Source: an optimization exercise on an open RTL-to-GDS flow (aim: small area, a short achievable clock period and few clock cycles per item). Production flows keep margins and buffers that such runs may drop. No activity file was given, so power comes from the tool's default toggle rates.

==> job 6799: inputs <==
Design alu_pipe, start of the top module:
module alu_pipe #(
    parameter int OPERANDSIZE = 64
) (
    input  logic                   clk,
    input  logic                   rst,
    input  logic                   inValid,
    output logic                   inReady,
    input  logic [OPERANDSIZE-1:0] a,
    input  logic [OPERANDSIZE-1:0] b,
    input  logic [11:0]            operationSelect,
    output logic                   outValid,
    input  logic                   outReady,
    output logic [OPERANDSIZE-1:0] q,
    output logic                   zero,
    output logic                   carry,
    output logic                   overflow,
    output logic                   illegal
);
make LEC_CHECK=0 CAP_MARGIN=20 CORE_MARGIN=2 CORE_UTILIZATION=40 SLEW_MARGIN=20 finish   # period 7.5 ns
run.sh (not shown) runs the stock make flow with config.mk's settings and CLKGATE_MAP_FILE= SYNTH_SCRIPT=/design/flow/synth_recipe.tcl, a recipe that flattens the netlist after the stock synthesis.
==> job 5177 (differences from job 6799) <==
--- a/flow/design.v
+++ b/flow/design.v
@@ -24,26 +24,31 @@
     logic        op_xor_r, op_and_r, op_or_r;
     logic        op_sll_r, op_srl_r, op_sra_r;
     logic        op_slt_r, op_sltu_r;
     logic        op_mul_r, op_ill_r;
     logic [5:0]  rot_r;          
     logic [3:0]  cnt_r;          
     logic [3:0]  one_r, two_r, neg_r;
+    logic [3:0]  onen_r, twon_r, negn_r;    
     logic [55:0] acc_s_r;
     logic [55:0] acc_c_r;
     logic [7:0]  lx_r, ly_r;
     logic        ln_r;
     logic [1:0]  ci_r;
     logic [63:0] q0_r;
     logic        z0_r, c0_r, o0_r, i0_r, v0_r;
     logic        vs_r;           
     logic        load_s, ex_done_s, enq_s, deq_s, mul_step_s;
     logic        op_sub_in_s;
     logic        in_ready_r;
+    logic        op_pg_in_s;
+    logic [63:0] bx_in_s;
     assign op_sub_in_s = (operationSelect == 12'd4) || (operationSelect == 12'd8) || (operationSelect == 12'd9);
+    assign op_pg_in_s  = (operationSelect <= 12'd4) || (operationSelect == 12'd8) || (operationSelect == 12'd9);
+    assign bx_in_s     = op_sub_in_s ? ~b : b;
     assign mul_step_s = v1_r && op_mul_r && !cnt_r[3] && !vs_r;
     assign ex_done_s  = v1_r && (!op_mul_r || cnt_r[3]);
     assign enq_s      = ex_done_s && !vs_r;
     assign load_s     = in_ready_r;      
     assign deq_s      = v0_r && outReady;
     assign inReady    = in_ready_r;
     logic skid_load_s;
@@ -51,26 +56,31 @@
     function automatic logic [11:0] booth_enc(input logic [7:0] bb, input logic bm);
         logic [3:0] one, two, neg;
         logic [8:0] x;
         x = {bb, bm};
         for (int t = 0; t < 4; t++) begin
             one[t] = x[2*t+1] ^ x[2*t];
             two[t] = (x[2*t+2] & !x[2*t+1] & !x[2*t]) | (!x[2*t+2] & x[2*t+1] & x[2*t]);
-            neg[t] = x[2*t+2];
+            neg[t] = x[2*t+2] & !(x[2*t+1] & x[2*t]);    
         end
         booth_enc = {neg, two, one};
     endfunction
     logic [63:0] pp [4];
+    logic [63:0] an [4];
+    logic [63:0] sel1 [4];
+    logic [63:0] sel2 [4];
     logic [63:0] r0, r1, r2, r3, sv, cv;
     logic [63:0] s1, c1, s2, c2, s3, c3, xs, ys;
     logic [9:0]  low_s;
     always_comb begin
         for (int t = 0; t < 4; t++) begin
-            pp[t] = ((({64{one_r[t]}} & a_r) | ({64{two_r[t]}} & {a_r[62:0], 1'b0}))
-                     ^ {64{neg_r[t]}}) << (2 * t);
+            an[t] = {a_r[63:32] ^ {32{!negn_r[t]}}, a_r[31:0] ^ {32{neg_r[t]}}};
+            sel1[t] = {{32{!onen_r[t]}}, {32{one_r[t]}}};
+            sel2[t] = {{32{!twon_r[t]}}, {32{two_r[t]}}};
+            pp[t] = ((sel1[t] & an[t]) | (sel2[t] & {an[t][62:0], neg_r[t]})) << (2 * t);
         end
         sv = {8'b0, acc_s_r};
         cv = {8'b0, acc_c_r};
         r0 = pp[0];
         r1 = pp[1] | {63'b0, neg_r[0]};
         r2 = pp[2] | {61'b0, neg_r[1], 2'b0};
         r3 = pp[3] | {59'b0, neg_r[2], 4'b0};
@@ -80,87 +90,107 @@
         c2 = ((r1 & r2) | (r1 & r3) | (r2 & r3)) << 1;
         s3 = s1 ^ c1 ^ s2;
         c3 = ((s1 & c1) | (s1 & s2) | (c1 & s2)) << 1;
         xs = s3 ^ c3 ^ c2;
         ys = ((s3 & c3) | (s3 & c2) | (c3 & c2)) << 1;
         low_s = {2'b0, lx_r} + {2'b0, ly_r} + {3'b0, ln_r, 6'b0} + {8'b0, ci_r};
     end
-    logic [63:0] bx_s;
+    assign pg_p[0] = a_r;
+    assign pg_g[0] = {b_r[63:1], b_r[0] | (a_r[0] & op_sub_r)};
+    for (genvar l = 0; l < 7; l++) begin : g_ks
+        alu_pipe_ks_level #(
+            .SHIFT (l == 0 ? 1 : (l == 6 ? 1 : (1 << l))),
+            .PARITY(l == 6 ? 0 : 1)
+        ) u_lvl (
+            .g_i(pg_g[l]), .p_i(pg_p[l]), .g_o(pg_g[l+1]), .p_o(pg_p[l+1])
+        );
+    end
+    logic [63:0] pg_p [8];
+    logic [63:0] pg_g [8];
     logic [64:0] sum_s;
     logic        ovf_s;
     logic        zadd_s;
     logic [63:0] rot1, rot2, rot3, rot4, rot5, rot6;
     logic [63:0] therm_s;
     logic [63:0] shl_s, shr_s;
     logic [63:0] oth_s, lgc_s, keep_s;
-    logic        zsh_s;
+    logic        zsh_s, zmul_s, slt_s;
     logic [63:0] res_s;
     logic        rz_s, rc_s, ro_s, ri_s;
     always_comb begin
-        bx_s  = b_r;    
-        sum_s = {1'b0, a_r} + {1'b0, bx_s} + {64'b0, op_sub_r};
-        ovf_s = (a_r[63] == bx_s[63]) && (sum_s[63] != a_r[63]);
-        zadd_s = ((a_r[0] ^ bx_s[0]) == op_sub_r);
+        sum_s[0] = a_r[0] ^ op_sub_r;
         for (int i = 1; i < 64; i++) begin
-            zadd_s = zadd_s & ((a_r[i] ^ bx_s[i]) == (a_r[i-1] | bx_s[i-1]));
+            sum_s[i] = a_r[i] ^ pg_g[7][i-1];
+        end
+        sum_s[64] = pg_g[7][63];
+        ovf_s = !a_r[63] && (sum_s[63] != b_r[63]);
+        zadd_s = (a_r[0] == op_sub_r);
+        for (int i = 1; i < 64; i++) begin
+            zadd_s = zadd_s & (a_r[i] == (a_r[i-1] | b_r[i-1]));
         end
         rot1  = rot_r[0] ? {a_r[0],     a_r[63:1]}  : a_r;
         rot2  = rot_r[1] ? {rot1[1:0],  rot1[63:2]} : rot1;
         rot3  = rot_r[2] ? {rot2[3:0],  rot2[63:4]} : rot2;
         rot4  = rot_r[3] ? {rot3[7:0],  rot3[63:8]} : rot3;
         rot5  = rot_r[4] ? {rot4[15:0], rot4[63:16]} : rot4;
         rot6  = rot_r[5] ? {rot5[31:0], rot5[63:32]} : rot5;
         for (int i = 0; i < 64; i++) begin
             therm_s[i] = (6'(i) >= b_r[5:0]);
         end
         for (int i = 0; i < 64; i++) begin
             shl_s[i] = rot6[i] & therm_s[i];
             shr_s[i] = therm_s[63-i] ? rot6[i] : (op_sra_r & a_r[63]);
         end
-        lgc_s = ({64{op_xor_r}}    & (a_r ^ b_r))
-              | ({64{op_and_r}}    & (a_r & b_r))
-              | ({64{op_or_r}}     & (a_r | b_r))
-              | ({64{op_mul_r}}    & {low_s[7:0], b_r[63:8]});
-        lgc_s[0] = lgc_s[0] | (op_slt_r & (sum_s[63] ^ ovf_s)) | (op_sltu_r & !sum_s[64]);
+        lgc_s = ({64{op_xor_r}}    & a_r)
+              | ({64{op_and_r}}    & b_r)
+              | ({64{op_or_r}}     & (a_r | b_r));
+        slt_s    = (op_slt_r & (sum_s[63] ^ ovf_s)) | (op_sltu_r & !sum_s[64]);
         for (int i = 0; i < 64; i++) begin
             keep_s[i] = op_sll_r ? therm_s[63-i] : therm_s[i];
         end
         zsh_s = ((a_r & keep_s) == 64'd0);
+        zmul_s = (b_r[63:8] == 56'd0) && (low_s[7:0] == 8'd0);
         oth_s = lgc_s
+              | {63'b0, slt_s}
+              | ({64{op_mul_r}}    & {low_s[7:0], b_r[63:8]})
               | ({64{op_sll_r}}    & shl_s)
               | ({64{op_srl_r | op_sra_r}} & shr_s);
         res_s = op_addsub_r ? sum_s[63:0] : oth_s;
         rz_s  = op_addsub_r ? zadd_s
               : (op_sll_r | op_srl_r | op_sra_r) ? zsh_s
+              : op_mul_r ? zmul_s
+              : (op_slt_r | op_sltu_r) ? !slt_s
               : (lgc_s == 64'd0);
         rc_s  = op_addsub_r & sum_s[64];
         ro_s  = op_addsub_r & ovf_s;
         ri_s  = op_ill_r;
     end
     always_ff @(posedge clk) begin
         if (load_s) begin
-            a_r         <= a;
-            b_r         <= op_sub_in_s ? ~b : b;
+            a_r         <= op_pg_in_s ? (a ^ bx_in_s) : a;
+            b_r         <= op_pg_in_s ? (a & bx_in_s) : b;
             op_addsub_r <= (operationSelect == 12'd0) || (operationSelect == 12'd4);
             op_sub_r    <= op_sub_in_s;
             op_xor_r    <= (operationSelect == 12'd1);
             op_and_r    <= (operationSelect == 12'd2);
             op_or_r     <= (operationSelect == 12'd3);
             op_sll_r    <= (operationSelect == 12'd5);
             op_srl_r    <= (operationSelect == 12'd6);
             op_sra_r    <= (operationSelect == 12'd7);
             op_slt_r    <= (operationSelect == 12'd8);
             op_sltu_r   <= (operationSelect == 12'd9);
             op_mul_r    <= (operationSelect == 12'd10);
             op_ill_r    <= (operationSelect > 12'd10);
             rot_r       <= (operationSelect == 12'd5) ? (6'd0 - b[5:0]) : b[5:0];
             {neg_r, two_r, one_r} <= booth_enc(b[7:0], 1'b0);
+            {negn_r, twon_r, onen_r} <= ~booth_enc(b[7:0], 1'b0);
         end else if (mul_step_s) begin
             b_r         <= {low_s[7:0], b_r[63:8]};
             {neg_r, two_r, one_r} <= booth_enc(b_r[15:8], b_r[7]);
+            {negn_r, twon_r, onen_r} <= ~booth_enc(b_r[15:8], b_r[7]);
         end
     end
     always_ff @(posedge clk) begin
         if (!(vs_r && !deq_s)) begin
             if (mul_step_s) begin
                 acc_s_r <= xs[63:8];
                 acc_c_r <= ys[63:8];
@@ -238,7 +268,28 @@
     assign outValid = v0_r;
     assign q        = q0_r;
     assign zero     = z0_r;
     assign carry    = c0_r;
     assign overflow = o0_r;
     assign illegal  = i0_r;
 endmodule
+module alu_pipe_ks_level #(
+    parameter int SHIFT  = 1,
+    parameter int PARITY = 1
+) (
+    input  logic [63:0] g_i,
+    input  logic [63:0] p_i,
+    output logic [63:0] g_o,
+    output logic [63:0] p_o
+);
+    always_comb begin
+        for (int i = 0; i < 64; i++) begin
+            if (i >= SHIFT && (i % 2) == PARITY) begin
+                g_o[i] = g_i[i] | (p_i[i] & g_i[i - SHIFT]);
+                p_o[i] = p_i[i] & p_i[i - SHIFT];
+            end else begin
+                g_o[i] = g_i[i];
+                p_o[i] = p_i[i];
+            end
+        end
+    end
+endmodule
SETUP_SLACK_MARGIN = 4.6   (was default)
SYNTH_HIERARCHICAL = 1   (was default)
TNS_END_PERCENT = 10   (was default)
==> job 7330 (differences from job 6799) <==
--- a/flow/design.v
+++ b/flow/design.v
@@ -35,15 +35,19 @@
     logic [1:0]  ci_r;
     logic [63:0] q0_r;
     logic        z0_r, c0_r, o0_r, i0_r, v0_r;
     logic        vs_r;           
     logic        load_s, ex_done_s, enq_s, deq_s, mul_step_s;
     logic        op_sub_in_s;
     logic        in_ready_r;
+    logic        op_pg_in_s;
+    logic [63:0] bx_in_s;
     assign op_sub_in_s = (operationSelect == 12'd4) || (operationSelect == 12'd8) || (operationSelect == 12'd9);
+    assign op_pg_in_s  = (operationSelect <= 12'd4) || (operationSelect == 12'd8) || (operationSelect == 12'd9);
+    assign bx_in_s     = op_sub_in_s ? ~b : b;
     assign mul_step_s = v1_r && op_mul_r && !cnt_r[3] && !vs_r;
     assign ex_done_s  = v1_r && (!op_mul_r || cnt_r[3]);
     assign enq_s      = ex_done_s && !vs_r;
     assign load_s     = in_ready_r;      
     assign deq_s      = v0_r && outReady;
     assign inReady    = in_ready_r;
     logic skid_load_s;
@@ -80,48 +84,66 @@
         c2 = ((r1 & r2) | (r1 & r3) | (r2 & r3)) << 1;
         s3 = s1 ^ c1 ^ s2;
         c3 = ((s1 & c1) | (s1 & s2) | (c1 & s2)) << 1;
         xs = s3 ^ c3 ^ c2;
         ys = ((s3 & c3) | (s3 & c2) | (c3 & c2)) << 1;
         low_s = {2'b0, lx_r} + {2'b0, ly_r} + {3'b0, ln_r, 6'b0} + {8'b0, ci_r};
     end
-    logic [63:0] bx_s;
+    logic [63:0] pg_p [7];
+    logic [63:0] pg_g [7];
     logic [64:0] sum_s;
     logic        ovf_s;
     logic        zadd_s;
     logic [63:0] rot1, rot2, rot3, rot4, rot5, rot6;
     logic [63:0] therm_s;
     logic [63:0] shl_s, shr_s;
     logic [63:0] oth_s, lgc_s, keep_s;
     logic        zsh_s;
     logic [63:0] res_s;
     logic        rz_s, rc_s, ro_s, ri_s;
     always_comb begin
-        bx_s  = b_r;    
-        sum_s = {1'b0, a_r} + {1'b0, bx_s} + {64'b0, op_sub_r};
-        ovf_s = (a_r[63] == bx_s[63]) && (sum_s[63] != a_r[63]);
-        zadd_s = ((a_r[0] ^ bx_s[0]) == op_sub_r);
+        pg_p[0] = a_r;
+        pg_g[0] = b_r;
+        pg_g[0][0] = b_r[0] | (a_r[0] & op_sub_r);
+        for (int l = 0; l < 6; l++) begin
+            for (int i = 0; i < 64; i++) begin
+                if (i >= (1 << l)) begin
+                    pg_g[l+1][i] = pg_g[l][i] | (pg_p[l][i] & pg_g[l][i - (1 << l)]);
+                    pg_p[l+1][i] = pg_p[l][i] & pg_p[l][i - (1 << l)];
+                end else begin
+                    pg_g[l+1][i] = pg_g[l][i];
+                    pg_p[l+1][i] = pg_p[l][i];
+                end
+            end
+        end
+        sum_s[0] = a_r[0] ^ op_sub_r;
         for (int i = 1; i < 64; i++) begin
-            zadd_s = zadd_s & ((a_r[i] ^ bx_s[i]) == (a_r[i-1] | bx_s[i-1]));
+            sum_s[i] = a_r[i] ^ pg_g[6][i-1];
+        end
+        sum_s[64] = pg_g[6][63];
+        ovf_s = !a_r[63] && (sum_s[63] != b_r[63]);
+        zadd_s = (a_r[0] == op_sub_r);
+        for (int i = 1; i < 64; i++) begin
+            zadd_s = zadd_s & (a_r[i] == (a_r[i-1] | b_r[i-1]));
         end
         rot1  = rot_r[0] ? {a_r[0],     a_r[63:1]}  : a_r;
         rot2  = rot_r[1] ? {rot1[1:0],  rot1[63:2]} : rot1;
         rot3  = rot_r[2] ? {rot2[3:0],  rot2[63:4]} : rot2;
         rot4  = rot_r[3] ? {rot3[7:0],  rot3[63:8]} : rot3;
         rot5  = rot_r[4] ? {rot4[15:0], rot4[63:16]} : rot4;
         rot6  = rot_r[5] ? {rot5[31:0], rot5[63:32]} : rot5;
         for (int i = 0; i < 64; i++) begin
             therm_s[i] = (6'(i) >= b_r[5:0]);
         end
         for (int i = 0; i < 64; i++) begin
             shl_s[i] = rot6[i] & therm_s[i];
             shr_s[i] = therm_s[63-i] ? rot6[i] : (op_sra_r & a_r[63]);
         end
-        lgc_s = ({64{op_xor_r}}    & (a_r ^ b_r))
-              | ({64{op_and_r}}    & (a_r & b_r))
+        lgc_s = ({64{op_xor_r}}    & a_r)
+              | ({64{op_and_r}}    & b_r)
               | ({64{op_or_r}}     & (a_r | b_r))
               | ({64{op_mul_r}}    & {low_s[7:0], b_r[63:8]});
         lgc_s[0] = lgc_s[0] | (op_slt_r & (sum_s[63] ^ ovf_s)) | (op_sltu_r & !sum_s[64]);
         for (int i = 0; i < 64; i++) begin
             keep_s[i] = op_sll_r ? therm_s[63-i] : therm_s[i];
         end
         zsh_s = ((a_r & keep_s) == 64'd0);
@@ -134,16 +156,16 @@
               : (lgc_s == 64'd0);
         rc_s  = op_addsub_r & sum_s[64];
         ro_s  = op_addsub_r & ovf_s;
         ri_s  = op_ill_r;
     end
     always_ff @(posedge clk) begin
         if (load_s) begin
-            a_r         <= a;
-            b_r         <= op_sub_in_s ? ~b : b;
+            a_r         <= op_pg_in_s ? (a ^ bx_in_s) : a;
+            b_r         <= op_pg_in_s ? (a & bx_in_s) : b;
             op_addsub_r <= (operationSelect == 12'd0) || (operationSelect == 12'd4);
             op_sub_r    <= op_sub_in_s;
             op_xor_r    <= (operationSelect == 12'd1);
             op_and_r    <= (operationSelect == 12'd2);
             op_or_r     <= (operationSelect == 12'd3);
             op_sll_r    <= (operationSelect == 12'd5);
             op_srl_r    <= (operationSelect == 12'd6);
SETUP_SLACK_MARGIN = 4.6   (was default)
TNS_END_PERCENT = 10   (was default)
==> notes <==
Count of clock-buffer cells in the layout: job 6799 < job 7330 < job 5177. The lowest via count belongs to job 6799, the highest to job 5177. Between job 7330 and job 5177, the lower clock power is in job 7330 (gap about 3%, measured against job 5177). Of job 6799 and job 7330, job 7330 has the higher cell area (gap about 9%, measured against job 7330). In job 7330 the synthesized area is smaller than in job 6799, by about 0.33%. Between job 7330 and job 6799, the lower die area is in job 7330 (gap 0.33%, measured against job 6799). Of job 5177 and job 6799, job 5177 has the higher power (gap about 0.3%, measured against job 6799). Synthesized cell count: job 6799 < job 7330 < job 5177. In job 5177 the sequential power is higher than in job 7330, by about 5%. Against job 6799, the maximum frequency of job 5177 is larger by 47%. Register-to-register slack: job 6799 < job 7330 < job 5177.
==> figures <==
Met2 WL post-DR: job 7330 91,400 µm; job 5177 94,200 µm; job 6799 88,100 µm
DP Wirelength: job 7330 155,000 µm; job 5177 153,000 µm; job 6799 160,000 µm
Instance area after placement: job 7330 44,400 µm²; job 5177 46,700 µm²; job 6799 44,600 µm²
Wire length per cell: job 7330 37.7 µm; job 5177 35.6 µm; job 6799 36.6 µm
Non-clock buffers, area share: job 7330 12.2%; job 5177 11.0%; job 6799 6.94%
Critical register-to-register path startpoint: job 7330 op_sub_r; job 5177 rot_r[0]; job 6799 b_r[1]
Global router's overall resource usage: job 7330 42.4%; job 5177 35.8%; job 6799 39.9%
Share of final-layout standard cells stronger than drive strength 1: job 7330 20.7%; job 5177 17.8%; job 6799 9.17%
Count of clock buffers in the final design: job 7330 58; job 5177 61; job 6799 51
Portion of total power attributed to sequential cells: job 7330 27.7%; job 5177 29.0%; job 6799 28.0%
Power in combinational cells: job 7330 3.93 mW; job 5177 3.70 mW; job 6799 3.80 mW
Clock-pin slew reported for the worst setup and hold paths after clock tree synthesis: job 7330 0.06 ns; job 5177 0.06 ns; job 6799 0.08 ns
Non-filler cells in the finished layout: job 7330 6,127; job 5177 6,327; job 6799 5,883
Area of the die: job 7330 105,000 µm²; job 5177 119,000 µm²; job 6799 106,000 µm²
Fraction of area in multi-input gates: job 7330 57.6%; job 5177 58.0%; job 6799 58.7%
Routed met1 length: job 7330 84,500 µm; job 5177 84,400 µm; job 6799 82,900 µm
Sequential cell count: job 7330 363; job 5177 375; job 6799 363
Simple-gate portion of the synthesized area: job 7330 11.0%; job 5177 -; job 6799 10.1%
Total sequential power: job 7330 2.42 mW; job 5177 2.53 mW; job 6799 2.43 mW
Post_cts resized: job 7330 547; job 5177 262; job 6799 0
Result of the run: job 7330 no timing/DRC/antenna violations; job 5177 no timing/DRC/antenna violations; job 6799 no timing/DRC/antenna violations
Worst reg2reg endpoint: job 7330 q0_r[0]; job 5177 q0_r[38]; job 6799 acc_s_r[39]
Number of enable flip-flop cells after synthesis: job 7330 354; job 5177 -; job 6799 354
No functional check of the RTL was part of any run of this note.

[what the ideal ports hide]
The flow's constraints put no driver on any port. The routed layouts listed below were extracted and timed again, unchanged, in two steps.
Step 1: set_driving_cell puts a clkbuf_16 on clk and a buf_2 on each other input, an assumption about the parent block.
Step 2, shift: input delay + t, output delay - t, t = (earliest + latest rising clock arrival at the registers) / 2. This alone moves slack from input paths to output paths.
Slacks: no drivers / after step 1 / after step 2; pairs: no drivers / after step 1.
| run | t (ns) | setup slack, ns | hold WS [ns] | pins driven straight from the clock port |
|---|---|---|---|---|
| job 6799 | 0.724 | 1.769 / 1.769 / 1.769 | 0.552 / 0.552 / 0.552 | 1 |
| job 5177 | 0.730 | 3.612 / 3.612 / 3.163 | 0.560 / 0.560 / 0.560 | 1 |
| job 7330 | 0.735 | 3.356 / 3.356 / 3.151 | 0.566 / 0.566 / 0.566 | 1 |
After both steps setup and hold are still met in every run listed. The setup slack of job 5177, which loses most, moves by 0.000 ns with the drivers and by -0.449 ns with both steps.
